Context: an optimization exercise on an open-source flow, tuned for small area and a short achievable clock period. The choices shown serve that exercise and are no tape-out recipe. In this exercise RTL edits were held to simulation tests only and were not proved equivalent to the original. Power and IR drop assume default switching activity.

[flow/config.mk]
export PLATFORM = sky130hd
export DESIGN_NAME = cpu_top
export DESIGN_NICKNAME = cpu_top
export VERILOG_FILES = /design/flow/design.v
export SDC_FILE = /design/flow/constraint.sdc
export NUM_CORES = 4
export LEC_CHECK = 0
export CAP_MARGIN = 20
export CORE_MARGIN = 2
export CORE_UTILIZATION = 35
export CTS_BUF_LIST = sky130_fd_sc_hd__clkbuf_8 sky130_fd_sc_hd__clkbuf_16
export CTS_CLUSTER_DIAMETER = 80
export CTS_CLUSTER_SIZE = 30
export PLACE_DENSITY = 0.42
export SETUP_SLACK_MARGIN = 4
export SLEW_MARGIN = 20
export TNS_END_PERCENT = 5
[flow/constraint.sdc]
create_clock -name core_clock -period 12.0 [get_ports {clk}]
set_input_delay 2.4000 -clock core_clock [delete_from_list [all_inputs] [get_ports {clk}]]
set_output_delay 2.4000 -clock core_clock [all_outputs]
set_load 0.01 [all_outputs]
[flow/design.v]
package cpu_pkg;
  localparam logic [5:0] OP_RTYPE = 6'b000000;
  localparam logic [5:0] OP_LW    = 6'b100011;
  localparam logic [5:0] OP_SW    = 6'b101011;
  localparam logic [5:0] OP_BEQ   = 6'b000100;
  localparam logic [5:0] OP_J     = 6'b000010;
  localparam logic [5:0] OP_JAL   = 6'b000011;
  localparam logic [5:0] OP_JR    = 6'b000101;  
  localparam logic [5:0] OP_ADDI  = 6'b001000;
  localparam logic [5:0] FUNCT_ADD = 6'b100000;
  localparam logic [5:0] FUNCT_SUB = 6'b100010;
  localparam logic [5:0] FUNCT_AND = 6'b100100;
  localparam logic [5:0] FUNCT_OR  = 6'b100101;
  localparam logic [5:0] FUNCT_SLT = 6'b101010;
endpackage
`timescale 1ns/100ps
module main_decoder (
  input  logic [5:0] opcode,
  input  logic [5:0] funct,
  input  logic       reset,
  output logic       alu_src,    
  output logic       sub,        
  output logic       sel_sum,    
  output logic       sel_and,
  output logic       sel_or,
  output logic       sel_slt,
  output logic       sel_mem,
  output logic       sel_link,
  output logic       reg_write,
  output logic       reg_dst,    
  output logic       mem_write,
  output logic       branch,
  output logic       jump,
  output logic       jump_reg,
  output logic       halted
);
  logic is_r, is_lw, is_sw, is_beq, is_j, is_jal, is_jr, is_addi;
  assign is_r    = (opcode == cpu_pkg::OP_RTYPE);
  assign is_lw   = (opcode == cpu_pkg::OP_LW);
  assign is_sw   = (opcode == cpu_pkg::OP_SW);
  assign is_beq  = (opcode == cpu_pkg::OP_BEQ);
  assign is_j    = (opcode == cpu_pkg::OP_J);
  assign is_jal  = (opcode == cpu_pkg::OP_JAL);
  assign is_jr   = (opcode == cpu_pkg::OP_JR);
  assign is_addi = (opcode == cpu_pkg::OP_ADDI);
  assign alu_src = opcode[5] | opcode[3];
  assign sub     = ~alu_src & (opcode[2] | funct[1]);
  assign sel_sum  = is_addi | (is_r & ((funct == cpu_pkg::FUNCT_ADD) | (funct == cpu_pkg::FUNCT_SUB)));
  assign sel_and  = is_r & (funct == cpu_pkg::FUNCT_AND);
  assign sel_or   = is_r & (funct == cpu_pkg::FUNCT_OR);
  assign sel_slt  = is_r & (funct == cpu_pkg::FUNCT_SLT);
  assign sel_mem  = is_lw;
  assign sel_link = is_jal;
  assign reg_write = ~reset & (is_r | is_addi | is_lw | is_jal);
  assign reg_dst   = is_r;
  assign mem_write = ~reset & is_sw;
  assign branch    = is_beq;
  assign jump      = is_j | is_jal;
  assign jump_reg  = is_jr;
  assign halted    = ~(is_r | is_lw | is_sw | is_beq | is_j | is_jal | is_jr | is_addi);
endmodule
`timescale 1ns/100ps
module alu (
  input  logic [31:0] a,
  input  logic [31:0] b,
  input  logic        sub,
  output logic [31:0] sum
);
  logic [31:0] bb, p, g, pp, c;
  assign bb = b ^ {32{sub}};
  assign p  = a ^ bb;
  always_comb begin
    g  = a & bb;
    pp = p;
    g[0] = g[0] | (p[0] & sub);    
    for (int l = 1; l < 32; l = l * 2) begin
      for (int i = 0; i < 32; i++) begin
        if ((i / l) % 2 == 1) begin
          g[i]  = g[i] | (pp[i] & g[(i / l) * l - 1]);
          pp[i] = pp[i] & pp[(i / l) * l - 1];
        end
      end
    end
    c = {g[30:0], sub};
  end
  assign sum = p ^ c;
endmodule
`timescale 1ns/100ps
module reg_file (
  input  logic        clk,
  input  logic        reset,
  input  logic        write_en,
  input  logic [4:0]  read_addr1,
  input  logic [4:0]  read_addr2,
  input  logic [4:0]  write_addr,
  input  logic [31:0] write_data,
  output logic [31:0] read_data1,
  output logic [31:0] read_data2
);
  logic [31:1][31:0] regs;
  logic [31:1]       valid;
  logic [31:1]       wsel, rsel1, rsel2;
  always_comb begin
    for (int i = 1; i < 32; i++) begin
      wsel[i]  = write_en & (write_addr == 5'(i));
      rsel1[i] = valid[i] & (read_addr1 == 5'(i));
      rsel2[i] = valid[i] & (read_addr2 == 5'(i));
    end
  end
  always_ff @(posedge clk) begin
    if (reset) valid <= '0;
    else       valid <= valid | wsel;
  end
  for (genvar i = 1; i < 32; i++) begin : g_reg
    always_ff @(posedge clk) begin
      if (wsel[i]) regs[i] <= write_data;
    end
  end
  always_comb begin
    read_data1 = '0;
    read_data2 = '0;
    for (int i = 1; i < 32; i++) begin
      read_data1 = read_data1 | ({32{rsel1[i]}} & regs[i]);
      read_data2 = read_data2 | ({32{rsel2[i]}} & regs[i]);
    end
  end
endmodule
`timescale 1ns/100ps
module pc_unit (
  input  logic        clk,
  input  logic        reset,
  input  logic        hold,
  input  logic        branch_taken,
  input  logic        jump,
  input  logic        jump_reg,
  input  logic [15:0] imm,
  input  logic [25:0] jump_index,
  input  logic [31:0] reg_target,
  output logic [31:0] pc,
  output logic [31:0] pc_plus4
);
  logic [31:0] branch_target, pc_next;
  assign pc_plus4      = pc + 32'd4;
  assign branch_target = pc_plus4 + {{14{imm[15]}}, imm, 2'b00};
  always_comb begin
    if (hold)              pc_next = pc;
    else if (jump_reg)     pc_next = reg_target;
    else if (jump)         pc_next = {pc_plus4[31:28], jump_index, 2'b00};
    else if (branch_taken) pc_next = branch_target;
    else                   pc_next = pc_plus4;
  end
  always_ff @(posedge clk) begin
    if (reset) pc <= '0;
    else       pc <= pc_next;
  end
endmodule
`timescale 1ns/100ps
module datapath (
  input  logic        clk,
  input  logic        reset,
  input  logic [31:0] imem_data,
  input  logic [31:0] dmem_rdata,
  input  logic        alu_src,
  input  logic        sub,
  input  logic        sel_sum,
  input  logic        sel_and,
  input  logic        sel_or,
  input  logic        sel_slt,
  input  logic        sel_mem,
  input  logic        sel_link,
  input  logic        reg_write,
  input  logic        reg_dst,
  input  logic        mem_write,
  input  logic        branch,
  input  logic        jump,
  input  logic        jump_reg,
  input  logic        halted,
  output logic [31:0] imem_addr,
  output logic [31:0] dmem_addr,
  output logic [31:0] dmem_wdata,
  output logic        dmem_we
);
  logic [4:0]  rs, rt, rd, write_addr;
  logic [31:0] imm_ext, rs_data, rt_data, alu_b, sum, write_data, pc_plus4;
  logic        zero;
  assign rs      = imem_data[25:21];
  assign rt      = imem_data[20:16];
  assign rd      = imem_data[15:11];
  assign imm_ext = {{16{imem_data[15]}}, imem_data[15:0]};
  assign write_addr = sel_link ? 5'd31 : (reg_dst ? rd : rt);
  reg_file u_reg_file (
    .clk (clk), .reset (reset), .write_en (reg_write),
    .read_addr1 (rs), .read_addr2 (rt), .write_addr (write_addr),
    .write_data (write_data), .read_data1 (rs_data), .read_data2 (rt_data)
  );
  assign alu_b = alu_src ? imm_ext : rt_data;
  alu u_alu (.a (rs_data), .b (alu_b), .sub (sub), .sum (sum));
  assign zero = (sum == 32'd0);
  assign write_data = ({32{sel_sum}}  & sum)
                    | ({32{sel_and}}  & (rs_data & rt_data))
                    | ({32{sel_or}}   & (rs_data | rt_data))
                    | ({32{sel_mem}}  & dmem_rdata)
                    | ({32{sel_link}} & pc_plus4)
                    | {31'd0, sel_slt & sum[31]};
  pc_unit u_pc_unit (
    .clk (clk), .reset (reset), .hold (halted),
    .branch_taken (branch & zero), .jump (jump), .jump_reg (jump_reg),
    .imm (imem_data[15:0]), .jump_index (imem_data[25:0]), .reg_target (rs_data),
    .pc (imem_addr), .pc_plus4 (pc_plus4)
  );
  assign dmem_addr  = sum;        
  assign dmem_wdata = rt_data;
  assign dmem_we    = mem_write;
endmodule
`timescale 1ns/100ps
module cpu_top (
  input  logic        clk,
  input  logic        reset,
  input  logic [31:0] imem_data,
  input  logic [31:0] dmem_rdata,
  output logic [31:0] imem_addr,
  output logic [31:0] dmem_addr,
  output logic [31:0] dmem_wdata,
  output logic        dmem_we,
  output logic        halted
);
  logic alu_src, sub, sel_sum, sel_and, sel_or, sel_slt, sel_mem, sel_link;
  logic reg_write, reg_dst, mem_write, branch, jump, jump_reg;
  main_decoder u_main_decoder (
    .opcode (imem_data[31:26]), .funct (imem_data[5:0]), .reset (reset),
    .alu_src (alu_src), .sub (sub), .sel_sum (sel_sum), .sel_and (sel_and),
    .sel_or (sel_or), .sel_slt (sel_slt), .sel_mem (sel_mem), .sel_link (sel_link),
    .reg_write (reg_write), .reg_dst (reg_dst), .mem_write (mem_write),
    .branch (branch), .jump (jump), .jump_reg (jump_reg), .halted (halted)
  );
  datapath u_datapath (
    .clk (clk), .reset (reset), .imem_data (imem_data), .dmem_rdata (dmem_rdata),
    .alu_src (alu_src), .sub (sub), .sel_sum (sel_sum), .sel_and (sel_and),
    .sel_or (sel_or), .sel_slt (sel_slt), .sel_mem (sel_mem), .sel_link (sel_link),
    .reg_write (reg_write), .reg_dst (reg_dst), .mem_write (mem_write),
    .branch (branch), .jump (jump), .jump_reg (jump_reg), .halted (halted),
    .imem_addr (imem_addr), .dmem_addr (dmem_addr), .dmem_wdata (dmem_wdata),
    .dmem_we (dmem_we)
  );
endmodule
[flow/run.sh]
#!/bin/bash
# synth_recipe.tcl (not shown) runs the flow's synth.tcl, then flattens the netlist and writes it again
# the make line also repeats each setting of config.mk as NAME=value (left out here)
make -C /OpenROAD-flow-scripts/flow DESIGN_CONFIG=/design/flow/config.mk WORK_HOME=/design/flow/orfs CLKGATE_MAP_FILE= SYNTH_SCRIPT=/design/flow/synth_recipe.tcl finish
==> results_dict.tcl, run 1 <==
set metrics [dict create \
    gr-usage-met3_pct 17.3 \
    htree_levels 3 \
    finalHoldViolations 0 \
    yosysUniqueCellTypes 83 \
    ys_seq_elements 1055 \
    seqPwrFrac_pct 56.2 \
    async_flop_share_pct 0 \
    use_met1_pct 52.2 \
    synth_edf_count 992 \
    synth-simple-area-share_pct 9.65 \
    switching_share_pct 25.2 \
    grt_pass1_wl_um 404000 \
    syn2layout_area_growth_pct 23.5 \
    p_int_w 0.00530 \
    die_area_sq_um 144000 \
    r2r-start "u_datapath.u_reg_file.valid[23]$_SDFF_PP0_" \
    synth_compound_area_share_pct 20.1 \
    num_rows 137 \
    ys_warn_count 3 \
    antenna_left 0 \
    crit_type "primary input to output port" \
    cts_buffer_depth 3 \
    initial_utilization_pct 35.3 \
    power.switching_w 0.00179 \
    rsz0062_at_grt "true" \
    drt-total-wl_um 313000 \
    crit_arrival_ns 7.08 \
    p_total_w 0.00709 \
    cts_sinks 1055 \
    netlist_area_sq_um 49300 \
    wl_per_cell_um 51.4 \
    core_sq_um 140000 \
    final_min_period_over_clock_period_pct 79.0 \
    min-delay-start "u_datapath.u_reg_file.valid[28]$_SDFF_PP0_" \
    yosys-mux-area-fraction_pct 0.579 \
    path_clk_slew_ns 0.10 \
    synth_ff_type "edfxtp_1" \
    crit_path_start_kind "primary input" \
    die_width_um 379 \
    ys_seq_area_share_pct 63.0 \
    ir_drop_mv 0.131 \
    p_comb_share_pct 4.7 \
    path_max_fanout 14 \
    syn_area_per_cell_sq_um 13.2 \
    slew_headroom_pct 14.5 \
    via_per_inst 7.50 \
    synth_fa_ha_area_share_pct 2.39 \
    p_clk_share_pct 39.1 \
    r2r_cells 28 \
    drive_above_1_share_pct 22.6 \
    grt_overflow 0 \
    min_to "u_datapath.u_reg_file.valid[28]$_SDFF_PP0_" \
    finalSetupViolCount 0 \
    final_core_util_pct 43.6 \
    power_density_nw_per_um2 117 \
    hold_slack_ns 0.524 \
    dpl_cell_area_sq_um 54800 \
    cts_hold_buf 0 \
    dp_hpwl_um 182000 \
    finalCriticalPeriod_ns 9.48 \
    antenna_found_initial 16 \
    drc_errors 0 \
    synth_xor_area_share_pct 1.76 \
    final_cell_mix "edfxtp_1, a22oi_1, buf_4" \
    outcome "timing/DRC/antenna clean" \
    drt_first_pass_iters 14 \
    setup_tns_ns 0 \
    maxCapViolCount 0 \
    synth_top_family_by_area "compound AO/OA/AOI/OAI gates" \
    hold_path.class "flop to flop" \
    grt_pass1_vias 42600 \
    cts_tree "yes" \
    synth_cells 3741 \
    grt_max_degree 48 \
    ios 164 \
    portBuffers 163 \
    ctsRootBufferMaster "clkbuf_16" \
    nets 4271 \
    insertion_delay_ns 0.75 \
    clock.fmax_ghz 0.105 \
    finalWeightedCongestion 0.998 \
    r2r_end "u_datapath.u_pc_unit.pc[15]$_SDFFE_PP0N_" \
    post-route-cell-area_sq_um 60800 \
    finalMaxSlewViolations 0 \
    clock_skew_ns 0.0640 \
    cts_buffers 69 \
    hold_depth 2 \
    num_vias 45600 \
    grt-busiest-layer "met2" \
    synthesis.nets 3872 \
    cp-end-kind "output port" \
    die_h_um 379 \
    rrSetupSlack_ns 4.65 \
    drt_iter0_drc 10300 \
    leakage_nw 19.8 \
    gr-usage-met2_pct 61.9 \
    grt_util_all_layers_pct 42.3 \
    max_slew.worst_pin.slew_ns 1.28 \
    cp.required_ns 9.60 \
    layout_commonest_cell "edfxtp_1" \
]
==> repair_timing <==
| action | CTS | global route |
|---|---|---|
| gates resized for setup | 434 | 37 |
| cloned | 14 | 2 |
| endpoints found under the setup margin | 870 | 95 |
| setup buffers | 177 | 26 |
| pin swaps | 136 | 37 |
==> how the worst max path moves through the flow <==
| stage | start | endpoint | cells after the start |
|---|---|---|---|
| after global routing | imem_data[19] | dmem_addr[27] | 25 |
| after floorplan | imem_data[17] | dmem_addr[31] | 21 |
| after detailed placement | imem_data[19] | dmem_addr[16] | 19 |
| final | imem_data[21] | dmem_addr[30] | 19 |
| after CTS | imem_data[19] | dmem_addr[30] | 22 |
| after global placement | imem_data[19] | dmem_addr[31] | 18 |
==> state kept, by name, summed over array words and instances, names as in the netlist <==
register	cells
u_datapath.u_pc_unit.pc	32
u_datapath.u_reg_file.valid	31
u_datapath.u_reg_file.regs	992
==> per-stage QoR <==
step	std cells	setup slack, ns
2_1_floorplan	3741	3.06
3_3_place_gp	5722	0.440
3_5_place_dp	5724	0.469
4_1_cts	6036	2.62
5_1_grt	6066	2.43
6_report	6078	2.52
==> area by class of cell <==
| class | count | area [sq um] |
|---|---|---|
| fill | 12700 | 78700 |
| sequential | 1055 | 31000 |
| multi-input combinational | 2379 | 18800 |
| timing repair buffer | 609 | 6060 |
| tap | 1876 | 2350 |
| clock buffer | 69 | 1730 |
| clock inverter | 52 | 749 |
| inverter | 26 | 97.6 |
| antenna | 12 | 30.0 |
==> metal layers <==
layer	vias up	part of all wire [%]
li1	16500	-
met1	22800	35
met2	4924	42
met3	1316	16
met4	10	7.7
met5	-	0.036
==> worst max-delay path: stages <==
cell	delay, ns
buf_4	0.16
nor2b_2	0.21
and4_2	0.35
buf_6	0.25
a222oi_1	0.41
nand3_1	0.15
or4_4	0.58
fa_2	0.44
a211oi_4	0.28
o21ai_4	0.11
and4_4	0.20
o31ai_4	0.25
buf_12	0.15
a2111oi_4	0.07
buf_4	0.16
buf_6	0.11
o21a_1	0.17
o211ai_1	0.36
buf_2	0.21
==> logic make-up (layout without fill, tap and decap cells) <==
group / after synthesis / count (layout)
AOI/OAI and AO/OA: 1255 / 1255
xor gates and xnor gates: 97 / 97
adders and majority gates: 97 / 97
buffers and inverters: 317 / 756
DFF: 1055 / 1055
muxes: 28 / 28
other: 0 / 12
and+or+nand+nor: 892 / 902
==> synthesized netlist by cell type, types with 63 or more instances <==
cell	n	area share (%)
nand2_1	133	1.0
dfxtp_1	63	2.6
a22o_1	166	3.0
a21oi_1	74	0.75
a222oi_1	90	1.8
nand3_1	241	2.4
a22oi_1	566	8.6
a221oi_1	165	2.9
xnor2_1	74	1.3
clkbuf_1	229	1.7
edfxtp_1	992	60
or4_1	65	0.99
nor2_1	178	1.4
and3_1	77	0.98
==> power by group through the flow <==
stage / logic, W / clock network [W] / registers, W
floorplan: 0.000135 / 0 / 0.00407
global placement: 0.000272 / 0 / 0.00407
detailed placement: 0.000272 / 0 / 0.00407
CTS: 0.000314 / 0.00278 / 0.00398
global route: 0.000344 / 0.00290 / 0.00398
finish: 0.000331 / 0.00277 / 0.00398
==> run 2, diff against run 1 <==
--- a/flow/config.mk
+++ b/flow/config.mk
@@ -11,6 +11,7 @@
 export CTS_BUF_LIST = sky130_fd_sc_hd__clkbuf_8 sky130_fd_sc_hd__clkbuf_16
 export CTS_CLUSTER_DIAMETER = 80
 export CTS_CLUSTER_SIZE = 30
+export GPL_TIMING_DRIVEN = 0
 export PLACE_DENSITY = 0.42
 export SETUP_SLACK_MARGIN = 4
 export SLEW_MARGIN = 20
==> run 2 against run 1 <==
Clock skew shrank 0.012 ns. Fmax decreased by 3.9%. Sequential power barely moved. Non-clock buffer count increased by 191. Die area unchanged. First-iteration DRC count grew 13%. Power up 1.7%. Synthesized cell count stayed put. Critical endpoint is now dmem_addr[13].
==> results_dict.tcl, run 2 <==
set metrics [dict create \
    finalMaxSlewViolations 0 \
    cp-end-kind "output port" \
    leakage_nw 21.6 \
    synthesis.nets 3872 \
    grt_overflow 0 \
    dp.cells 5919 \
    nets 4453 \
    syn2layout_area_growth_pct 32.8 \
    drive_above_1_share_pct 24.1 \
    htree_levels 3 \
    netlist_area_sq_um 49300 \
    wl_per_cell_um 54.0 \
    max_slew.worst_pin.slew_ns 1.19 \
    outcome "timing/DRC/antenna clean" \
    r2r-start "u_datapath.u_reg_file.valid[27]$_SDFF_PP0_" \
    finalWeightedCongestion 0.968 \
    syn_area_per_cell_sq_um 13.2 \
    core_sq_um 140000 \
    cp.required_ns 9.60 \
    antenna_found_initial 32 \
    grt_util_all_layers_pct 46.0 \
    finalSetupViolCount 0 \
    synth_edf_count 992 \
    ys_seq_elements 1055 \
    cts_tree "yes" \
    rrSetupSlack_ns 4.43 \
    num_vias 47200 \
    fin_cells 6287 \
    fillers 12400 \
    p_total_w 0.00721 \
    setup.worst_path.end "dmem_addr[13]" \
    r2r_end "u_datapath.u_pc_unit.pc[2]$_SDFFE_PP0N_" \
    insertion_delay_ns 0.75 \
    cts_sinks 1055 \
    pre_cts_slack_ns -0.660 \
    maxCapViolCount 0 \
    cts_hold_buf 0 \
    crit_path_start_kind "primary input" \
    ir_drop_mv 0.106 \
    cts_buffers 70 \
    portBuffers 159 \
    dp_hpwl_um 233000 \
    hold_path.class "flop to flop" \
    power_density_nw_per_um2 110 \
    drt_first_pass_iters 12 \
    synth_top_cell_by_area "edfxtp_1" \
    drt_iter0_drc 11700 \
    final_cell_mix "edfxtp_1, a22oi_1, nand3_1" \
    drc_errors 0 \
    setup_tns_ns 0 \
    ys_warn_count 3 \
    synth_top_area_share_pct 60.5 \
    top_register "u_datapath.u_reg_file.regs" \
    path_max_fanout 10 \
    grt_max_degree 32 \
    r2r_cells 28 \
    clock.fmax_ghz 0.101 \
    drt-total-wl_um 340000 \
    synth.most_common_cell "edfxtp_1" \
    hold_depth 2 \
    finalHoldViolations 0 \
    synth_common_cells "edfxtp_1, a22oi_1, nand3_1" \
    layout_commonest_cell "edfxtp_1" \
    slew_headroom_pct 20.4 \
    ctsRootBufferMaster "clkbuf_16" \
    path_clk_slew_ns 0.09 \
    min-delay-start "u_datapath.u_reg_file.valid[30]$_SDFF_PP0_" \
    grt_pass1_vias 42700 \
    initial_utilization_pct 35.3 \
    setup.worst_path.start "imem_data[16]" \
    ios 164 \
    synth_area_leaders "edfxtp_1, a22oi_1, a22o_1, a221oi_1, dfxtp_1" \
    setup_ws_ns 2.13 \
    hold_slack_ns 0.504 \
    crit_type "primary input to output port" \
    die_h_um 379 \
    synth_ff_type "edfxtp_1" \
    rsz0062_at_grt "true" \
    crit_arrival_ns 7.47 \
    num_rows 137 \
    via_per_inst 7.51 \
    finalCriticalPeriod_ns 9.87 \
    antenna_left 0 \
    die_width_um 379 \
    final_min_period_over_clock_period_pct 82.3 \
    async_flop_share_pct 0 \
    clock_skew_ns 0.0524 \
    ys_seq_area_share_pct 63.0 \
    largest_reg_flops 992 \
    grt_pass1_wl_um 429000 \
    reg_top3 "u_datapath.u_reg_file.regs: 992 flops, u_datapath.u_pc_unit.pc: 32 flops, u_datapath.u_reg_file.valid: 31 flops" \
    yosysUniqueCellTypes 83 \
    cts_buffer_depth 3 \
    die_area_sq_um 144000 \
    synth_cells 3741 \
]
==> run 2: cell types whose count changed in the layout (fill, tap and decap cells not counted), sizes merged <==
| cell | previous run | this run |
|---|---|---|
| and3 | 86 | 77 |
| buf | 471 | 441 |
| bufbuf | 5 | 1 |
| bufinv | 1 | 4 |
| clkbuf | 70 | 292 |
| clkdlybuf4s50 | 128 | 131 |
| clkinv | 14 | 21 |
| clkinvlp | 3 | 2 |
| diode | 12 | 33 |
| dlygate4sd2 | 1 | 5 |
| inv | 60 | 54 |
| nor2b | 14 | 13 |
==> run 2: cells by family (layout without fill, tap and decap cells) <==
| kind of cell | after synthesis | after routing | share of synthesized area [%] |
|---|---|---|---|
| buf+inv | 317 | 954 | 2.50 |
| mux | 28 | 28 | 0.579 |
| fa+ha+maj | 97 | 97 | 2.39 |
| flops | 1055 | 1055 | 63.0 |
| compound gates | 1255 | 1255 | 20.1 |
| other cells | 0 | 33 | 0 |
| xor+xnor | 97 | 97 | 1.76 |
| simple gates | 892 | 892 | 9.65 |
==> run 2: timing repair <==
action,in CTS,in global routing
pin swaps,121,59
buffers inserted,163,40
gates cloned,3,1
gates resized for setup,759,56
endpoints found under the setup margin,1087,122
==> run 2: stage by stage <==
stage	area (sq um)	utilization, %
floorplan	49900	-
global placement	53900	38.6
detailed placement	57800	41.4
CTS	64800	46.4
global route	65400	46.8
finish	65400	46.9
==> run 2: final cells by class <==
type	instances	area, sq um	share of cell area (%)
Antenna cell	33	82.6	0.126
Buffer	291	3780	5.78
Clock buffer	73	1820	2.77
Clock inverter	55	777	1.19
Inverter	26	100	0.153
Multi-Input combinational cell	2369	18700	28.6
Sequential cell	1055	31000	47.4
Tap cell	1876	2350	3.59
Timing Repair Buffer	509	6760	10.3
==> run 2: worst min path at each step <==
stage | endpoint
final | u_datapath.u_reg_file.valid[30]$_SDFF_PP0_
after global routing | u_datapath.u_reg_file.valid[3]$_SDFF_PP0_
after CTS | u_datapath.u_reg_file.valid[29]$_SDFF_PP0_
after detailed placement | u_datapath.u_reg_file.valid[29]$_SDFF_PP0_
after global placement | u_datapath.u_reg_file.valid[29]$_SDFF_PP0_
after floorplan | u_datapath.u_reg_file.valid[21]$_SDFF_PP0_
==> run 2: metal layers <==
metal  track usage, %  up-vias  routed length [um]
met4             30.9       32               28300
met2             63.9     5113              136000
met1             56.4    23800              121000
li1                 -    16900                   -
met5             2.44        -                 625
met3             21.4     1380               54100
==> run 2: worst max-delay path: stages <==
cell	delay, ns
buf_6	0.15
nor3b_4	0.52
and3_2	0.42
buf_2	0.64
a22oi_1	0.22
nand3_1	0.14
or4_4	0.27
xnor2_4	0.13
a21oi_4	0.21
ha_4	0.24
a211oi_4	0.26
o21ai_2	0.09
buf_4	0.15
a31oi_2	0.19
buf_4	0.15
o211ai_1	0.13
xor2_1	0.46
clkdlybuf4s50_1	0.64
==> run 2: power breakdown <==
group          internal [W]  leakage (nW)  switching, W  total (W)
Sequential          0.00398          8.51    0.00000621    0.00398
Combinational      0.000126          11.9      0.000201   0.000327
Clock               0.00130          1.26       0.00160    0.00290
==> run 3, diff against run 2 <==
--- a/flow/config.mk
+++ b/flow/config.mk
@@ -11,8 +11,7 @@
 export CTS_BUF_LIST = sky130_fd_sc_hd__clkbuf_8 sky130_fd_sc_hd__clkbuf_16
 export CTS_CLUSTER_DIAMETER = 80
 export CTS_CLUSTER_SIZE = 30
-export GPL_TIMING_DRIVEN = 0
 export PLACE_DENSITY = 0.42
 export SETUP_SLACK_MARGIN = 4
 export SLEW_MARGIN = 20
-export TNS_END_PERCENT = 5
+export TNS_END_PERCENT = 2
==> run 3 against run 2 <==
Hold slack improved by 0.014 ns. Wire length decreased by 8.2%. Power decreased by 0.23%. Combinational power increased by 1%. Critical path type unchanged. Register-to-register slack got worse by 0.05 ns. Synthesized cell count unchanged. Die area unchanged. Sequential power about the same. Count of clock-buffer cells in the layout decreased by 1. Clock power about the same. Critical path depth unchanged. Area after synthesis unchanged. Still clean.
==> results_dict.tcl, run 3 <==
set metrics [dict create \
    outcome "timing/DRC/antenna clean" \
    finalHoldViolations 0 \
    drc_errors 0 \
    wl_per_cell_um 50.8 \
    synth_edf_count 992 \
    crit_path_start_kind "primary input" \
    dp_hpwl_um 183000 \
    final_cell_mix "edfxtp_1, a22oi_1, buf_4" \
    grt_pass1_wl_um 404000 \
    r2r_cells 27 \
    core_sq_um 140000 \
    rrSetupSlack_ns 4.38 \
    nets 4329 \
    die_width_um 379 \
    min_to "u_datapath.u_reg_file.valid[27]$_SDFF_PP0_" \
    synth_common_cells "edfxtp_1, a22oi_1, nand3_1" \
    top_register "u_datapath.u_reg_file.regs" \
    synth_compound_area_share_pct 20.1 \
    drt-total-wl_um 312000 \
    synthesis.nets 3872 \
    ctsRootBufferMaster "clkbuf_16" \
    path_max_fanout 27 \
    ys_warn_count 3 \
    finalCriticalPeriod_ns 9.58 \
    r2r-start "u_datapath.u_reg_file.valid[6]$_SDFF_PP0_" \
    finalMaxSlewViolations 0 \
    grt_max_degree 43 \
    synth_xor_area_share_pct 1.76 \
    drt_first_pass_iters 14 \
    rsz0062_at_grt "true" \
    layout_commonest_cell "edfxtp_1" \
    yosys-mux-area-fraction_pct 0.579 \
    num_rows 137 \
    die_h_um 379 \
    ios 164 \
    drive_above_1_share_pct 22.8 \
    synth_ff_type "edfxtp_1" \
    grt_util_all_layers_pct 42.3 \
    synth-simple-area-share_pct 9.65 \
    r2r_end "u_datapath.u_pc_unit.pc[20]$_SDFFE_PP0N_" \
    cts_buffer_depth 3 \
    reg_top3 "u_datapath.u_reg_file.regs: 992 flops, u_datapath.u_pc_unit.pc: 32 flops, u_datapath.u_reg_file.valid: 31 flops" \
    crit_type "primary input to output port" \
    largest_reg_flops 992 \
    setup_tns_ns 0 \
    grt_overflow 0 \
    final_min_period_over_clock_period_pct 79.8 \
    cts_hold_buf 0 \
    finalWeightedCongestion 0.973 \
    synth_top_area_share_pct 60.5 \
    power_density_nw_per_um2 117 \
    ys_seq_area_share_pct 63.0 \
    die_area_sq_um 144000 \
    synth_top_cell_by_area "edfxtp_1" \
    netlist_area_sq_um 49300 \
    slew_headroom_pct 15.7 \
    min-delay-start "u_datapath.u_reg_file.valid[27]$_SDFF_PP0_" \
    crit_arrival_ns 7.18 \
    max_slew.worst_pin.slew_ns 1.26 \
    cp.required_ns 9.60 \
    hold_path.class "flop to flop" \
    initial_utilization_pct 35.3 \
    cts_buffers 69 \
    antenna_found_initial 21 \
    synth_cells 3741 \
    async_flop_share_pct 0 \
    p_total_w 0.00719 \
    cts_tree "yes" \
    portBuffers 163 \
    path_clk_slew_ns 0.11 \
    insertion_delay_ns 0.74 \
    syn_area_per_cell_sq_um 13.2 \
    ys_seq_elements 1055 \
    synth_fa_ha_area_share_pct 2.39 \
    drt_iter0_drc 10500 \
    clock.fmax_ghz 0.104 \
    via_per_inst 7.49 \
    grt_pass1_vias 42500 \
    synth.most_common_cell "edfxtp_1" \
    num_vias 46000 \
    maxCapViolCount 0 \
    synth_top_family_by_area "compound AO/OA/AOI/OAI gates" \
    cp-end-kind "output port" \
    ir_drop_mv 0.0921 \
    antenna_left 0 \
    syn2layout_area_growth_pct 24.3 \
    leakage_nw 20.1 \
    hold_depth 2 \
    synth_area_leaders "edfxtp_1, a22oi_1, a22o_1, a221oi_1, dfxtp_1" \
    cts_sinks 1055 \
    clock_skew_ns 0.0721 \
    htree_levels 3 \
    finalSetupViolCount 0 \
    fillers 12700 \
    yosysUniqueCellTypes 83 \
]
run 3: cell counts after synthesis:
Identical to the previous run, type by type.
run 3: worst max path at each step:
stage / from / end / slack, ns / cells after the start
after floorplan: imem_data[17] / dmem_addr[31] / 3.06 / 21
after global placement: imem_data[19] / dmem_addr[16] / 0.17 / 20
after detailed placement: imem_data[17] / dmem_addr[17] / 0.54 / 17
after CTS: imem_data[16] / dmem_addr[30] / 2.59 / 21
after global routing: imem_data[18] / dmem_addr[29] / 2.38 / 22
final: imem_data[21] / dmem_addr[29] / 2.42 / 18
run 3: power by group:
group | internal (W) | switching, W | total [W]
clock | 0.00127 | 0.00161 | 0.00288
sequential | 0.00398 | 0.00000665 | 0.00398
combinational | 0.000130 | 0.000202 | 0.000331
total | 0.00538 | 0.00181 | 0.00719
run 3: cells by family after synthesis:
kind of cell | count (synthesis)
AO/OA/AOI/OAI | 1255
AND/OR/NAND/NOR | 892
flip-flops | 1055
XOR/XNOR | 97
multiplexers | 28
adder cells (fa/ha/maj) | 97
buffers and inverters | 317
run 3: per-stage QoR:
stage	cells	hold slack, ns	instance area (sq um)	setup slack (ns)	util [%]
after global routing	6131	0.528	61200	2.38	43.9
after detailed placement	5756	0.476	55100	0.542	39.5
final	6143	0.518	61300	2.42	43.9
after floorplan	3741	0.446	49900	3.06	-
after global placement	5752	0.460	55000	0.168	39.4
after CTS	6102	0.508	60900	2.59	43.7
run 3: what timing repair did:
| action | CTS | global route |
|---|---|---|
| endpoints found under the setup margin | 932 | 65 |
| buffers inserted | 209 | 23 |
| pin swaps | 131 | 36 |
| cloned | 11 | 0 |
| gates resized for setup | 378 | 9 |
run 3: cell type report:
type | count | area, sq um | share of cell area (%)
multi-input combinational | 2374 | 18500 | 30.2
antenna | 14 | 35.0 | 0.0572
clock inverter | 54 | 810 | 1.32
inverter | 26 | 100 | 0.163
tap | 1876 | 2350 | 3.83
clock buffer | 72 | 1800 | 2.94
sequential | 1055 | 31000 | 50.7
timing repair buffer | 672 | 6590 | 10.8
run 3: routing by layer:
layer	GRT usage [%]	share of wire (%)	up-vias
met4	24.2	7.5	28
met5	0.103	0.11	-
li1	-	-	16600
met2	61.8	41	4972
met3	17.6	15	1349
met1	52.5	36	23000
run 3: critical path, stage by stage:
cell and delay (ns):
buf_4 0.15, nor2b_2 0.23, and4b_2 0.25, buf_12 0.19, buf_4 0.28, a22o_1 0.25
a221oi_1 0.26, nand3_1 0.12, or4_1 0.87, ha_2 0.36, a21o_1 0.16, a21o_1 0.20
a21o_1 0.21, a21o_1 0.24, or2_2 0.29, o211ai_1 0.25, inv_1 0.06, dlygate4sd2_1 0.29
==> run 4, diff against run 3 <==
--- a/flow/config.mk
+++ b/flow/config.mk
@@ -9,9 +9,9 @@
 export CORE_MARGIN = 2
 export CORE_UTILIZATION = 35
 export CTS_BUF_LIST = sky130_fd_sc_hd__clkbuf_8 sky130_fd_sc_hd__clkbuf_16
-export CTS_CLUSTER_DIAMETER = 80
-export CTS_CLUSTER_SIZE = 30
+export CTS_CLUSTER_DIAMETER = 60
+export CTS_CLUSTER_SIZE = 24
 export PLACE_DENSITY = 0.42
-export SETUP_SLACK_MARGIN = 4
+export SETUP_SLACK_MARGIN = 5
 export SLEW_MARGIN = 20
-export TNS_END_PERCENT = 2
+export TNS_END_PERCENT = 5
==> run 4 against run 3 <==
Still clean. Clock skew is 0.015 ns lower. Register-to-register slack better by 0.50 ns. Flip-flop and latch count did not move. Cell area is 2.6% higher. Critical endpoint is now dmem_addr[31]. Largest power group unchanged.
==> results_dict.tcl, run 4 <==
set metrics [dict create \
    die_area_sq_um 144000 \
    post-route-cell-area_sq_um 62800 \
    portBuffers 163 \
    netlist_area_sq_um 49300 \
    finalSetupViolCount 0 \
    cts_tree "yes" \
    cts_buffer_depth 3 \
    drt_first_pass_iters 10 \
    synth_top_cell_by_area "edfxtp_1" \
    crit_type "primary input to output port" \
    synth_ff_type "edfxtp_1" \
    syn_area_per_cell_sq_um 13.2 \
    clock.fmax_ghz 0.105 \
    nets 4365 \
    crit_path_start_kind "primary input" \
    path_clk_slew_ns 0.06 \
    grt_pass1_vias 43300 \
    final_min_period_over_clock_period_pct 79.7 \
    ys_seq_area_share_pct 63.0 \
    power_density_nw_per_um2 127 \
    crit_arrival_ns 7.17 \
    synth.most_common_cell "edfxtp_1" \
    r2r_cells 31 \
    layout_commonest_cell "edfxtp_1" \
    drive_above_1_share_pct 25.6 \
    htree_levels 3 \
    insertion_delay_ns 0.77 \
    grt_max_degree 48 \
    ios 164 \
    initial_utilization_pct 35.3 \
    top_register "u_datapath.u_reg_file.regs" \
    drt_iter0_drc 10300 \
    antenna_left 0 \
    slew_headroom_pct 16.4 \
    ir_drop_mv 0.115 \
    antenna_found_initial 31 \
    synth_top_area_share_pct 60.5 \
    ys_warn_count 3 \
    drt-total-wl_um 317000 \
    synthesis.nets 3872 \
    synth_cells 3741 \
    outcome "timing/DRC/antenna clean" \
    finalCriticalPeriod_ns 9.57 \
    hold_depth 2 \
    ys_seq_elements 1055 \
    setup_tns_ns 0 \
    die_width_um 379 \
    dpl_cell_area_sq_um 55100 \
    cp.required_ns 9.60 \
    die_h_um 379 \
    maxCapViolCount 0 \
    wl_per_cell_um 51.0 \
    hold_slack_ns 0.507 \
    finalMaxSlewViolations 0 \
    num_rows 137 \
    cts_sinks 1055 \
    clock_skew_ns 0.0575 \
    grt_overflow 0 \
    drc_errors 0 \
    grt_pass1_wl_um 409000 \
    cts_buffers 107 \
    dp.cells 5742 \
    path_max_fanout 9 \
    fillers 12600 \
    largest_reg_flops 992 \
    cp-end-kind "output port" \
    dp_hpwl_um 182000 \
    final_cell_mix "edfxtp_1, a22oi_1, buf_4" \
    synth_common_cells "edfxtp_1, a22oi_1, nand3_1" \
    core_sq_um 140000 \
    synth_area_leaders "edfxtp_1, a22oi_1, a22o_1, a221oi_1, dfxtp_1" \
    finalHoldViolations 0 \
    ctsRootBufferMaster "clkbuf_16" \
    syn2layout_area_growth_pct 27.6 \
    leakage_nw 20.8 \
    via_per_inst 7.44 \
    hold_path.class "flop to flop" \
    async_flop_share_pct 0 \
    max_slew.worst_pin.slew_ns 1.25 \
    synth_edf_count 992 \
    reg_top3 "u_datapath.u_reg_file.regs: 992 flops, u_datapath.u_pc_unit.pc: 32 flops, u_datapath.u_reg_file.valid: 31 flops" \
    grt_util_all_layers_pct 43.0 \
    yosysUniqueCellTypes 83 \
    fin_cells 6217 \
    num_vias 46200 \
    rsz0062_at_grt "true" \
    finalWeightedCongestion 0.974 \
]
## run 4: cell counts after synthesis
No cell type changed its count.
## run 4: routing by layer
metal	vias to the layer above	GRT usage (%)	part of all wire, %
met1	23300	52.8	35
met2	4861	62.6	42
li1	16700	-	-
met4	26	26.6	8.0
met5	-	1.34	0.13
met3	1326	17.4	15
## run 4: timing repair
| action | CTS | global route |
|---|---|---|
| pin swaps | 153 | 66 |
| hold buffers | 0 | 0 |
| resized for setup | 467 | 59 |
| gates cloned | 19 | 1 |
| setup endpoints to repair | 1087 | 651 |
| buffers inserted | 208 | 31 |
## run 4: through the flow
step	power [W]	setup slack, ns	utilization (%)
after CTS	0.00794	2.58	44.6
after detailed placement	0.00434	0.146	39.5
final	0.00795	2.43	45.0
after floorplan	0.00420	3.06	-
after global routing	0.00812	2.37	45.0
after global placement	0.00434	0.211	39.4
## run 4: path summary, 6_finish.rpt
path	start	slack [ns]	endpoint
max	imem_data[20]	2.43	dmem_addr[31]
min	u_datapath.u_reg_file.valid[21]$_SDFF_PP0_	0.51	u_datapath.u_reg_file.valid[21]$_SDFF_PP0_
max reg2reg	u_datapath.u_reg_file.valid[6]$_SDFF_PP0_	4.88	u_datapath.u_pc_unit.pc[2]$_SDFFE_PP0N_
min reg2reg	u_datapath.u_reg_file.valid[21]$_SDFF_PP0_	0.51	u_datapath.u_reg_file.valid[21]$_SDFF_PP0_
## run 4: logic make-up (layout without fill, tap and decap cells)
kind of cell | Yosys count | after routing | synth area share [%]
fa+ha+maj | 97 | 97 | 2.39
compound gates | 1255 | 1255 | 20.1
mux | 28 | 28 | 0.579
flops | 1055 | 1055 | 63.0
xor+xnor | 97 | 97 | 1.76
buf+inv | 317 | 890 | 2.50
simple gates | 892 | 904 | 9.65
other cells | 0 | 15 | 0
## run 4: layout make-up
class | instances | area [sq um] | share of cell area [%]
Clock inverter | 90 | 1020 | 1.62
Antenna cell | 15 | 37.5 | 0.0597
Sequential cell | 1055 | 31000 | 49.4
Clock buffer | 111 | 2780 | 4.42
Tap cell | 1876 | 2350 | 3.73
Multi-Input combinational cell | 2381 | 19000 | 30.3
Inverter | 26 | 105 | 0.167
Timing Repair Buffer | 663 | 6500 | 10.3
## run 4: power breakdown
part	internal [W]	switching (W)
Clock	0.00186	0.00176
Sequential	0.00398	0.00000661
Combinational	0.000137	0.000213
## run 4: critical path: stages
cell and delay, ns:
buf_16 0.13, buf_4 0.14, nor3b_4 0.58, and3_4 0.54, buf_4 0.23, a221oi_2 0.07, nand3_1 0.10, or4_4 0.17
nor2_2 0.04, a21oi_2 0.13, o21ai_2 0.08, fa_2 0.45, a211oi_4 0.25, o21ai_2 0.13, and4_4 0.19, o31ai_4 0.22
buf_6 0.16, a2111oi_4 0.09, o211a_4 0.27, o41ai_4 0.38, xnor2_2 0.19, buf_2 0.18
==> run 5, diff against run 4 <==
==> flow/flow/run.sh (new file) <==
#!/bin/bash
set -euo pipefail
cd "$(dirname "$0")/.."
CTS="-sink_clustering_enable -repair_clock_nets -dont_use_dummy_load"
CTS="$CTS -sink_clustering_size 30 -sink_clustering_max_diameter 80"
CTS="$CTS -buf_list {sky130_fd_sc_hd__clkbuf_8 sky130_fd_sc_hd__clkbuf_16}"
bash standard.sh "CTS_ARGS=$CTS" finish > standard_flow.log 2>&1
==> flow/standard.sh (new file) <==
#!/bin/bash
# synth_recipe.tcl (not shown) runs the flow's synth.tcl, then flattens the netlist and writes it again
# the make line also repeats each setting of config.mk as NAME=value (left out here)
make -C /OpenROAD-flow-scripts/flow DESIGN_CONFIG=/design/flow/config.mk WORK_HOME=/design/flow/orfs CLKGATE_MAP_FILE= SYNTH_SCRIPT=/design/flow/synth_recipe.tcl "${@:-finish}"
--- a/flow/config.mk
+++ b/flow/config.mk
@@ -9,9 +9,9 @@
 export CORE_MARGIN = 2
 export CORE_UTILIZATION = 35
 export CTS_BUF_LIST = sky130_fd_sc_hd__clkbuf_8 sky130_fd_sc_hd__clkbuf_16
-export CTS_CLUSTER_DIAMETER = 60
-export CTS_CLUSTER_SIZE = 24
+export CTS_CLUSTER_DIAMETER = 80
+export CTS_CLUSTER_SIZE = 30
 export PLACE_DENSITY = 0.42
-export SETUP_SLACK_MARGIN = 5
+export SETUP_SLACK_MARGIN = 4
 export SLEW_MARGIN = 20
 export TNS_END_PERCENT = 5
removed: flow/run.sh
==> run 5 against run 4 <==
Still clean on timing, DRC and antenna. Register-to-register slack lost 0.12 ns. Final cell count down 3.4%. First-iteration DRC count grew 0.12%. Fmax increased by 0.35%. Sequential power barely moved. Worst setup slack better by 0.033 ns. Global-route usage down 0.73 points. Cell area shrank 4.7%. Clock power fell by 37%. Via count down 1.7%. Critical path type unchanged.
==> results_dict.tcl, run 5 <==
set metrics [dict create \
    drc_errors 0 \
    nets 4253 \
    synth_area_leaders "edfxtp_1, a22oi_1, a22o_1, a221oi_1, dfxtp_1" \
    drt_iter0_drc 10300 \
    power_density_nw_per_um2 110 \
    crit_path_start_kind "primary input" \
    synth_xor_area_share_pct 1.76 \
    grt_max_degree 48 \
    leakage_nw 19.3 \
    finalCriticalPeriod_ns 9.53 \
    synth.most_common_cell "edfxtp_1" \
    syn_area_per_cell_sq_um 13.2 \
    ios 164 \
    drive_above_1_share_pct 21.2 \
    top_register "u_datapath.u_reg_file.regs" \
    reg_top3 "u_datapath.u_reg_file.regs: 992 flops, u_datapath.u_pc_unit.pc: 32 flops, u_datapath.u_reg_file.valid: 31 flops" \
    htree_levels 3 \
    grt_pass1_vias 42500 \
    finalWeightedCongestion 0.998 \
    path_clk_slew_ns 0.06 \
    finalSetupViolCount 0 \
    slew_headroom_pct 14.7 \
    clock.fmax_ghz 0.105 \
    async_flop_share_pct 0 \
    drt-total-wl_um 311000 \
    cts_sinks 1055 \
    synth_top_cell_by_area "edfxtp_1" \
    cts_hold_buf 0 \
    crit_arrival_ns 7.13 \
    synth_cells 3741 \
    largest_reg_flops 992 \
    cp-end-kind "output port" \
    insertion_delay_ns 0.74 \
    wl_per_cell_um 51.8 \
    grt_pass1_wl_um 402000 \
    synth_top_family_by_area "compound AO/OA/AOI/OAI gates" \
    synth_compound_area_share_pct 20.1 \
    ys_seq_area_share_pct 63.0 \
    netlist_area_sq_um 49300 \
    max_stage_delay_ns 0.64 \
    crit_chain "buf_16 -> buf_4 -> nor3b_4 -> and3_4 -> buf_4 -> a22oi_1 -> nand3_1 -> or4_4 -> xnor2_1 -> a21oi_2 -> ha_4 -> and4_4 -> a221o_1 -> buf_4 -> nor2_4 -> nor3_4 -> o211a_4 -> o41ai_4 -> xnor2_2 -> buf_2" \
    grt_util_all_layers_pct 42.2 \
    via_per_inst 7.56 \
    max_slew.worst_pin.slew_ns 1.28 \
    initial_utilization_pct 35.3 \
    ys_seq_elements 1055 \
    die_h_um 379 \
    ys_warn_count 3 \
    portBuffers 163 \
    final_cell_mix "edfxtp_1, a22oi_1, buf_4" \
    die_area_sq_um 144000 \
    slowest_stage "and3_4" \
    yosysUniqueCellTypes 83 \
    cts_buffers 69 \
    path_max_fanout 13 \
    antenna_found_initial 23 \
    synth_common_cells "edfxtp_1, a22oi_1, nand3_1" \
    hold_path.class "flop to flop" \
    crit_type "primary input to output port" \
    drt_first_pass_iters 13 \
    antenna_left 0 \
    clock_skew_ns 0.0961 \
    cts_buffer_depth 3 \
    finalMaxSlewViolations 0 \
    finalHoldViolations 0 \
    path_common_cell "buf_4" \
    outcome "timing/DRC/antenna clean" \
    grt_overflow 0 \
    ctsRootBufferMaster "clkbuf_16" \
    setup_tns_ns 0 \
    core_sq_um 140000 \
    dp_hpwl_um 182000 \
    cp.required_ns 9.60 \
    synth-simple-area-share_pct 9.65 \
    synth_fa_ha_area_share_pct 2.39 \
    die_width_um 379 \
    num_vias 45400 \
    num_rows 137 \
    yosys-mux-area-fraction_pct 0.579 \
    layout_commonest_cell "edfxtp_1" \
    synth_ff_type "edfxtp_1" \
    final_min_period_over_clock_period_pct 79.4 \
    rrSetupSlack_ns 4.76 \
    cts_tree "yes" \
    maxCapViolCount 0 \
    rsz0062_at_grt "true" \
    syn2layout_area_growth_pct 21.6 \
    synth_top_area_share_pct 60.5 \
    ir_drop_mv 0.118 \
    synth_edf_count 992 \
    final_core_util_pct 42.9 \
    synthesis.nets 3872 \
]
-- run 5: layout make-up --
cell class	instances	area (sq um)
tap	1876	2350
antenna	11	27.5
sequential	1055	31000
multi-input combinational	2379	18700
timing repair buffer	591	5900
clock buffer	69	1730
inverter	26	97.6
fill	12800	79600
-- run 5: where the power goes --
group,internal (W),switching (W)
combinational,0.000127,0.000205
sequential,0.00398,0.00000670
clock,0.00102,0.00127
-- run 5: cells by family (layout without fill, tap and decap cells) --
group | Yosys count | in the layout
xor+xnor | 97 | 97
mux | 28 | 28
simple gates | 892 | 902
flops | 1055 | 1055
compound gates | 1255 | 1255
other cells | 0 | 11
buf+inv | 317 | 686
fa+ha+maj | 97 | 97
-- run 5: stage by stage --
step | worst slack, ns | total power, W | hold slack (ns) | std cells | area (sq um)
6_report | 2.47 | 0.00661 | 0.514 | 6007 | 59900
5_1_grt | 2.42 | 0.00674 | 0.540 | 5997 | 59900
4_1_cts | 2.59 | 0.00659 | 0.509 | 5962 | 59300
3_5_place_dp | 0.469 | 0.00434 | 0.485 | 5724 | 54800
3_3_place_gp | 0.440 | 0.00434 | 0.476 | 5722 | 54800
2_1_floorplan | 3.06 | 0.00420 | 0.446 | 3741 | 49900
-- run 5: path summary, 6_finish.rpt --
path                                              from                                        end  cells after the start
min reg2reg  u_datapath.u_reg_file.valid[5]$_SDFF_PP0_  u_datapath.u_reg_file.valid[5]$_SDFF_PP0_                      2
min          u_datapath.u_reg_file.valid[5]$_SDFF_PP0_  u_datapath.u_reg_file.valid[5]$_SDFF_PP0_                      2
max reg2reg  u_datapath.u_reg_file.valid[6]$_SDFF_PP0_   u_datapath.u_pc_unit.pc[19]$_SDFFE_PP0N_                     28
max                                      imem_data[19]                              dmem_addr[31]                     20
-- run 5: metal layers --
layer  global-route usage (%)  routed length, um  up-vias
li1                         -                  -    16400
met1                     52.2             110000    22800
met2                     61.8             130000     4873
met3                     16.9              47300     1382
met4                     25.5              23500       18
met5                        0                175        -
-- run 5: timing repair --
action                                  4_1_cts  5_1_grt
buffers inserted                            153       31
gates cloned                                 16        1
hold endpoints to repair                      0        0
gates resized for setup                     424       35
pin swaps                                   127       50
endpoints found under the setup margin      872       95
-- run 5: critical path: cells and delay by family --
kind | cells | cell delay [ns]
AO/OA/AOI/OAI | 5 | 1.30
XOR/XNOR | 2 | 0.28
adder cells (fa/ha/maj) | 1 | 0.26
buffers and inverters | 5 | 0.98
AND/OR/NAND/NOR | 7 | 1.89
==> run 6, diff against run 5 <==
--- a/flow/config.mk
+++ b/flow/config.mk
@@ -12,6 +12,6 @@
 export CTS_CLUSTER_DIAMETER = 80
 export CTS_CLUSTER_SIZE = 30
 export PLACE_DENSITY = 0.42
-export SETUP_SLACK_MARGIN = 4
+export SETUP_SLACK_MARGIN = 3
 export SLEW_MARGIN = 20
 export TNS_END_PERCENT = 5
==> run 6 against run 5 <==
Highest routed layer unchanged. Sequential power barely moved. Fmax fell by 0.44%. Critical endpoint is now dmem_addr[29]. Via count fell by 1.0%. Final cell count fell by 1.1%. Worst setup slack got worse by 0.042 ns. Still clean on timing, DRC and antenna. Utilization fell by 0.79 points.
==> results_dict.tcl, run 6 <==
set metrics [dict create \
    outcome "timing/DRC/antenna clean" \
    p_total_w 0.00654 \
    top_register "u_datapath.u_reg_file.regs" \
    antenna_left 0 \
    syn2layout_area_growth_pct 19.3 \
    finalWeightedCongestion 0.990 \
    gr-usage-met3_pct 17.9 \
    synth_top_area_share_pct 60.5 \
    crit_type "primary input to output port" \
    pre_cts_slack_ns 0.289 \
    cp-end-kind "output port" \
    synth_common_cells "edfxtp_1, a22oi_1, nand3_1" \
    cp.required_ns 9.60 \
    layout_commonest_cell "edfxtp_1" \
    max_slew.worst_pin.slew_ns 1.29 \
    slew_headroom_pct 13.8 \
    drt_first_pass_iters 11 \
    core_sq_um 140000 \
    via_per_inst 7.57 \
    die_width_um 379 \
    crit_chain "buf_12 -> buf_8 -> and3b_2 -> and3_4 -> buf_12 -> buf_4 -> buf_4 -> a22o_1 -> a221oi_1 -> nand3_1 -> or4_4 -> xnor2_1 -> a21oi_2 -> ha_4 -> a21o_1 -> a21o_1 -> a21o_1 -> a21o_1 -> or2_2 -> o211ai_1 -> inv_1 -> buf_2" \
    finalHoldViolations 0 \
    synth_top_cell_by_area "edfxtp_1" \
    nets 4185 \
    synth_ff_type "edfxtp_1" \
    slowest_stage "or4_4" \
    grt_overflow 0 \
    synth_cells 3741 \
    grt_max_degree 43 \
    wl_per_cell_um 52.0 \
    drt-total-wl_um 309000 \
    final_cell_mix "edfxtp_1, a22oi_1, buf_4" \
    portBuffers 163 \
    clock.fmax_ghz 0.104 \
    htree_levels 3 \
    ir_drop_mv 0.0934 \
    hold_path.class "flop to flop" \
    dp.cells 5737 \
    grt_pass1_wl_um 398000 \
    initial_utilization_pct 35.3 \
    drive_above_1_share_pct 19.3 \
    power_density_nw_per_um2 111 \
    reg_top3 "u_datapath.u_reg_file.regs: 992 flops, u_datapath.u_pc_unit.pc: 32 flops, u_datapath.u_reg_file.valid: 31 flops" \
    syn_area_per_cell_sq_um 13.2 \
    finalCriticalPeriod_ns 9.57 \
    drt_iter0_drc 10500 \
    die_area_sq_um 144000 \
    max_stage_delay_ns 0.51 \
    gr-usage-met2_pct 59.8 \
    maxCapViolCount 0 \
    rsz0062_at_grt "true" \
    num_vias 45000 \
    finalSetupViolCount 0 \
    setup_tns_ns 0 \
    cts_hold_buf 0 \
    ctsRootBufferMaster "clkbuf_16" \
    die_h_um 379 \
    leakage_nw 18.9 \
    netlist_area_sq_um 49300 \
    largest_reg_flops 992 \
    finalMaxSlewViolations 0 \
    synth_edf_count 992 \
    crit_arrival_ns 7.17 \
    synthesis.nets 3872 \
    async_flop_share_pct 0 \
    ys_seq_area_share_pct 63.0 \
    use_met1_pct 52.6 \
    ys_seq_elements 1055 \
    grt_pass1_vias 42100 \
    r2r-start "u_datapath.u_reg_file.valid[23]$_SDFF_PP0_" \
    cts_sinks 1055 \
    drc_errors 0 \
    cts_tree "yes" \
    dp_hpwl_um 183000 \
    ios 164 \
    synth_area_leaders "edfxtp_1, a22oi_1, a22o_1, a221oi_1, dfxtp_1" \
    num_rows 137 \
    path_clk_slew_ns 0.05 \
    min-delay-start "u_datapath.u_reg_file.valid[30]$_SDFF_PP0_" \
    crit_path_start_kind "primary input" \
    insertion_delay_ns 0.74 \
    cts_buffer_depth 3 \
    path_common_cell "a21o_1" \
    setup_ws_ns 2.43 \
    antenna_found_initial 20 \
    ys_warn_count 3 \
    grt-busiest-layer "met2" \
    setup.worst_path.start "imem_data[18]" \
    grt_util_all_layers_pct 41.8 \
    clock_skew_ns 0.113 \
    yosysUniqueCellTypes 83 \
    final_min_period_over_clock_period_pct 79.8 \
    fin_cells 5938 \
    cts_buffers 66 \
    synth.most_common_cell "edfxtp_1" \
    path_max_fanout 9 \
]
run 6: cell counts after synthesis:
Identical to the previous run, type by type.
run 6: repair_timing:
action,CTS,global route
gates cloned,3,0
pin swaps,104,18
endpoints found under the setup margin,319,60
resized for setup,384,23
setup buffers,113,7
run 6: power by group:
part           leakage, nW  internal (W)  switching [W]
logic                 9.53      0.000115       0.000197
registers             8.51       0.00398     0.00000613
clock network        0.813      0.000980        0.00127
run 6: cell families after synthesis:
group,Yosys count,share of synthesized area (%)
xor gates and xnor gates,97,1.76
buffers and inverters,317,2.50
and+or+nand+nor,892,9.65
DFF,1055,63.0
AOI/OAI and AO/OA,1255,20.1
muxes,28,0.579
adders and majority gates,97,2.39
run 6: layer usage:
layer | part of all wire [%] | up-vias
li1 | - | 16200
met1 | 36 | 22600
met3 | 16 | 1253
met4 | 7.2 | 34
met5 | 0.19 | -
met2 | 41 | 4862
run 6: path summary, 6_finish.rpt:
check / end / slack (ns) / depth (start not counted)
max: dmem_addr[29] / 2.43 / 22
min: u_datapath.u_reg_file.valid[30]$_SDFF_PP0_ / 0.51 / 2
max reg2reg: u_datapath.u_pc_unit.pc[21]$_SDFFE_PP0N_ / 4.49 / 26
min reg2reg: u_datapath.u_reg_file.valid[30]$_SDFF_PP0_ / 0.51 / 2
run 6: cell type report:
| cell class | instances | area (sq um) |
|---|---|---|
| Fill cell | 12900 | 80700 |
| Sequential cell | 1055 | 31000 |
| Multi-Input combinational cell | 2370 | 18400 |
| Timing Repair Buffer | 535 | 5170 |
| Tap cell | 1876 | 2350 |
| Clock buffer | 66 | 1650 |
| Inverter | 26 | 100 |
| Antenna cell | 10 | 25.0 |
run 6: stage by stage:
stage               hold slack (ns)  util (%)  cell area, sq um
floorplan                     0.446         -             49700
global placement              0.470      39.2             54700
detailed placement            0.482      39.2             54800
CTS                           0.504      41.9             58500
global route                  0.548      42.1             58800
finish                        0.508      42.1             58800
run 6: critical path: cells and delay by family:
family	cells	cell delay, ns
AOI/OAI and AO/OA	8	1.80
xor gates and xnor gates	1	0.18
adders and majority gates	1	0.26
buffers and inverters	7	1.04
and+or+nand+nor	5	1.43
==> run 7, diff against run 6 <==
--- a/flow/config.mk
+++ b/flow/config.mk
@@ -12,6 +12,6 @@
 export CTS_CLUSTER_DIAMETER = 80
 export CTS_CLUSTER_SIZE = 30
 export PLACE_DENSITY = 0.42
-export SETUP_SLACK_MARGIN = 3
+export SETUP_SLACK_MARGIN = 2
 export SLEW_MARGIN = 20
 export TNS_END_PERCENT = 5
==> run 7 against run 6 <==
Sequential power about the same. Via count down 1.1%. Worst setup slack worse by 0.62 ns. First-iteration DRC count down 6.3%. Non-clock buffer count down 77. Global-route usage down 0.95 points. Cell area down 1.8%. Utilization down 0.76 points. Critical endpoint is now dmem_addr[15]. Largest cell class unchanged. Largest power group unchanged.
==> results_dict.tcl, run 7 <==
set metrics [dict create \
    crit_type "primary input to output port" \
    outcome "timing/DRC/antenna clean" \
    synthesis.nets 3872 \
    ys_seq_elements 1055 \
    grt_pass1_wl_um 390000 \
    ys_warn_count 3 \
    yosysUniqueCellTypes 83 \
    setup_tns_ns 0 \
    crit_chain "dlygate4sd2_1 -> nor3b_1 -> and3_2 -> buf_12 -> a22o_1 -> a221oi_1 -> nand3_1 -> or4_1 -> ha_1 -> and4_1 -> a22o_1 -> o31ai_4 -> buf_12 -> nand2_1 -> buf_4 -> nor2_2 -> clkdlybuf4s50_1" \
    seqPwrFrac_pct 60.8 \
    switching_share_pct 22.1 \
    multi_input_area_sq_um 17900 \
    max_slew.worst_pin.slew_ns 1.25 \
    slew_headroom_pct 16.8 \
    insertion_delay_ns 0.73 \
    drive_above_1_share_pct 15.4 \
    grt_max_degree 52 \
    die_h_um 379 \
    leakage_nw 18.3 \
    antenna_found_initial 13 \
    hold_slack_ns 0.515 \
    p_int_w 0.00510 \
    drt-total-wl_um 302000 \
    path_max_fanout 25 \
    ir_drop_mv 0.0938 \
    power.switching_w 0.00145 \
    synth_area_leaders "edfxtp_1, a22oi_1, a22o_1, a221oi_1, dfxtp_1" \
    portBuffers 163 \
    fin_cells 5863 \
    drc_errors 0 \
    ios 164 \
    grt_overflow 0 \
    cp-end-kind "output port" \
    netlist_area_sq_um 49300 \
    reg_top3 "u_datapath.u_reg_file.regs: 992 flops, u_datapath.u_pc_unit.pc: 32 flops, u_datapath.u_reg_file.valid: 31 flops" \
    grt_pass1_vias 41400 \
    synth.most_common_cell "edfxtp_1" \
    synth_cells 3741 \
    setup_ws_ns 1.80 \
    syn2layout_area_growth_pct 17.2 \
    finalWeightedCongestion 0.973 \
    cts_hold_buf 0 \
    fillers 13000 \
    maxCapViolCount 0 \
    max_stage_delay_ns 0.84 \
    finalCriticalPeriod_ns 10.20 \
    cp.required_ns 9.60 \
    crit_path_start_kind "primary input" \
    p_comb_share_pct 4.5 \
    dpl_cell_area_sq_um 54700 \
    htree_levels 3 \
    dp_hpwl_um 175000 \
    post-route-cell-area_sq_um 57700 \
    final_cell_mix "edfxtp_1, a22oi_1, nand3_1" \
    critical-path-top-delay-family "simple AND/OR/NAND/NOR gates" \
    layout_commonest_cell "edfxtp_1" \
    cts_buffer_depth 3 \
    cts_buffers 69 \
    dp.cells 5729 \
    core_sq_um 140000 \
    finalSetupViolCount 0 \
    synth_top_area_share_pct 60.5 \
    cts_sinks 1055 \
    antenna_left 0 \
    top_register "u_datapath.u_reg_file.regs" \
    drt_iter0_drc 9811 \
    via_per_inst 7.58 \
    clock_skew_ns 0.124 \
    grt_util_all_layers_pct 40.9 \
    ctsRootBufferMaster "clkbuf_16" \
    drt_first_pass_iters 12 \
    synth_ff_type "edfxtp_1" \
    ys_seq_area_share_pct 63.0 \
    cp.buffers_inverters 5 \
    final-seq-area_sq_um 31000 \
    pre_cts_slack_ns 0.306 \
    path_clk_slew_ns 0.07 \
    crit_arrival_ns 7.80 \
    syn_area_per_cell_sq_um 13.2 \
    async_flop_share_pct 0 \
    synth_top_cell_by_area "edfxtp_1" \
    num_vias 44500 \
    synth_common_cells "edfxtp_1, a22oi_1, nand3_1" \
    finalMaxSlewViolations 0 \
    num_rows 137 \
    die_width_um 379 \
    initial_utilization_pct 35.3 \
    p_clk_share_pct 34.7 \
    hold_path.class "flop to flop" \
    cts_tree "yes" \
    rrSetupSlack_ns 4.72 \
    clock.fmax_ghz 0.0981 \
    finalHoldViolations 0 \
    die_area_sq_um 144000 \
    largest_reg_flops 992 \
    wl_per_cell_um 51.5 \
    slowest_stage "or4_1" \
    nets 4111 \
    rsz0062_at_grt "true" \
    power_density_nw_per_um2 113 \
    final_min_period_over_clock_period_pct 85.0 \
    synth_edf_count 992 \
]
==> run 7: cell types whose count changed in the layout (fill, tap and decap cells not counted), sizes merged <==
cell | before | now
buf | 394 | 295
bufbuf | 2 | 5
clkbuf | 66 | 72
clkdlybuf4s15 | 2 | 3
clkdlybuf4s50 | 130 | 138
diode | 10 | 9
dlymetal6s2s | 0 | 7
==> run 7: metal layers <==
metal	vias to the layer above	global-route usage (%)	share of wire, %
li1	16000	-	-
met1	22400	51.0	36
met2	4769	60.3	42
met3	1230	16.2	15
met4	20	22.6	7.2
met5	-	0.206	0.065
==> run 7: cell families (layout without fill, tap and decap cells) <==
logic type	Yosys count	after routing	synth area share [%]
buf+inv	317	553	2.50
other cells	0	9	0
flops	1055	1055	63.0
simple gates	892	893	9.65
mux	28	28	0.579
fa+ha+maj	97	97	2.39
xor+xnor	97	97	1.76
compound gates	1255	1255	20.1
==> run 7: layout make-up <==
cell class / instances / area share, %
sequential: 1055 / 53.8
multi-input combinational: 2370 / 31.1
timing repair buffer: 458 / 7.88
tap: 1876 / 4.07
clock buffer: 69 / 2.99
inverter: 26 / 0.169
antenna: 9 / 0.0390
==> run 7: final timing paths <==
check	from	end	depth (start not counted)
setup / recovery	imem_data[23]	dmem_addr[15]	17
hold / removal	u_datapath.u_reg_file.valid[26]$_SDFF_PP0_	u_datapath.u_reg_file.valid[26]$_SDFF_PP0_	2
setup reg to reg	u_datapath.u_reg_file.valid[2]$_SDFF_PP0_	u_datapath.u_pc_unit.pc[10]$_SDFFE_PP0N_	27
hold reg to reg	u_datapath.u_reg_file.valid[26]$_SDFF_PP0_	u_datapath.u_reg_file.valid[26]$_SDFF_PP0_	2
==> run 7: metrics by stage <==
stage	utilization, %	power, W
6_report	41.4	0.00655
5_1_grt	41.4	0.00669
4_1_cts	41.2	0.00656
3_3_place_gp	39.2	0.00434
2_1_floorplan	-	0.00419
3_5_place_dp	39.2	0.00434
==> run 7: worst register-to-register path, stage by stage (launching register included) <==
cell,delay [ns]
dfxtp_1,0.39
and4b_4,0.38
buf_4,0.28
a222oi_1,0.46
nand3_1,0.16
or4_4,0.63
xnor2_1,0.17
o21ai_0,0.11
ha_1,0.39
inv_1,0.07
o21bai_1,0.19
a22o_1,0.27
o31ai_4,0.10
buf_12,0.14
nand2_1,0.08
nor2_1,0.06
fa_1,0.62
inv_2,0.08
or4_1,0.51
nor4_1,0.19
nand3_1,0.15
nor3_1,0.16
buf_4,0.17
nand4b_1,0.17
nor4_4,0.36
buf_12,0.31
mux2_2,0.42
o21ai_0,0.14
==> run 7: what timing repair did <==
| action | CTS | global route |
|---|---|---|
| buffers inserted | 38 | 12 |
| endpoints found under the setup margin | 60 | 26 |
| gates resized for setup | 168 | 36 |
| gates cloned | 6 | 0 |
| pin swaps | 37 | 22 |
==> run 7: power by group through the flow <==
stage	Combinational [W]	Sequential (W)	Clock [W]
after floorplan	0.000129	0.00407	0
after global placement	0.000273	0.00407	0
after detailed placement	0.000274	0.00407	0
after CTS	0.000283	0.00398	0.00230
after global routing	0.000306	0.00398	0.00240
final	0.000293	0.00398	0.00227

[re-timing with driven ports]
In the flow no input, the clock included, has a driving cell. The finished layouts below were timed again as built, in two steps. Step 1 (the two cells are an assumption about what drives the block):
set clk [get_ports {clk}]
set_driving_cell -lib_cell sky130_fd_sc_hd__clkbuf_16 $clk
set_driving_cell -lib_cell sky130_fd_sc_hd__buf_2 [delete_from_list [all_inputs] $clk]
Step 2 also shifts input and output timing later by t, the mid clock arrival at the registers, as if the neighbouring blocks saw the same clock. a / b / c = no drivers / after step 1 / after step 2; a / b = the first two.
run	t, ns	setup slack, ns	worst setup path at the end
run 1	0.799	2.516 / 2.327 / 2.250	input to register
run 2	0.803	2.126 / 2.091 / 1.903	input to register
run 3	0.785	2.424 / 2.273 / 1.953	input to register
run 4	0.817	2.434 / 2.254 / 2.254	input to output
run 5	0.777	2.468 / 2.250 / 2.250	input to output
run 6	0.767	2.426 / 2.357 / 2.118	input to register
run 7	0.748	1.802 / 1.763 / 1.763	input to output
After both steps setup and hold are still met in every run listed. For run 3, which loses most, drivers alone change the setup slack by -0.151 ns; drivers and shift together by -0.471 ns.
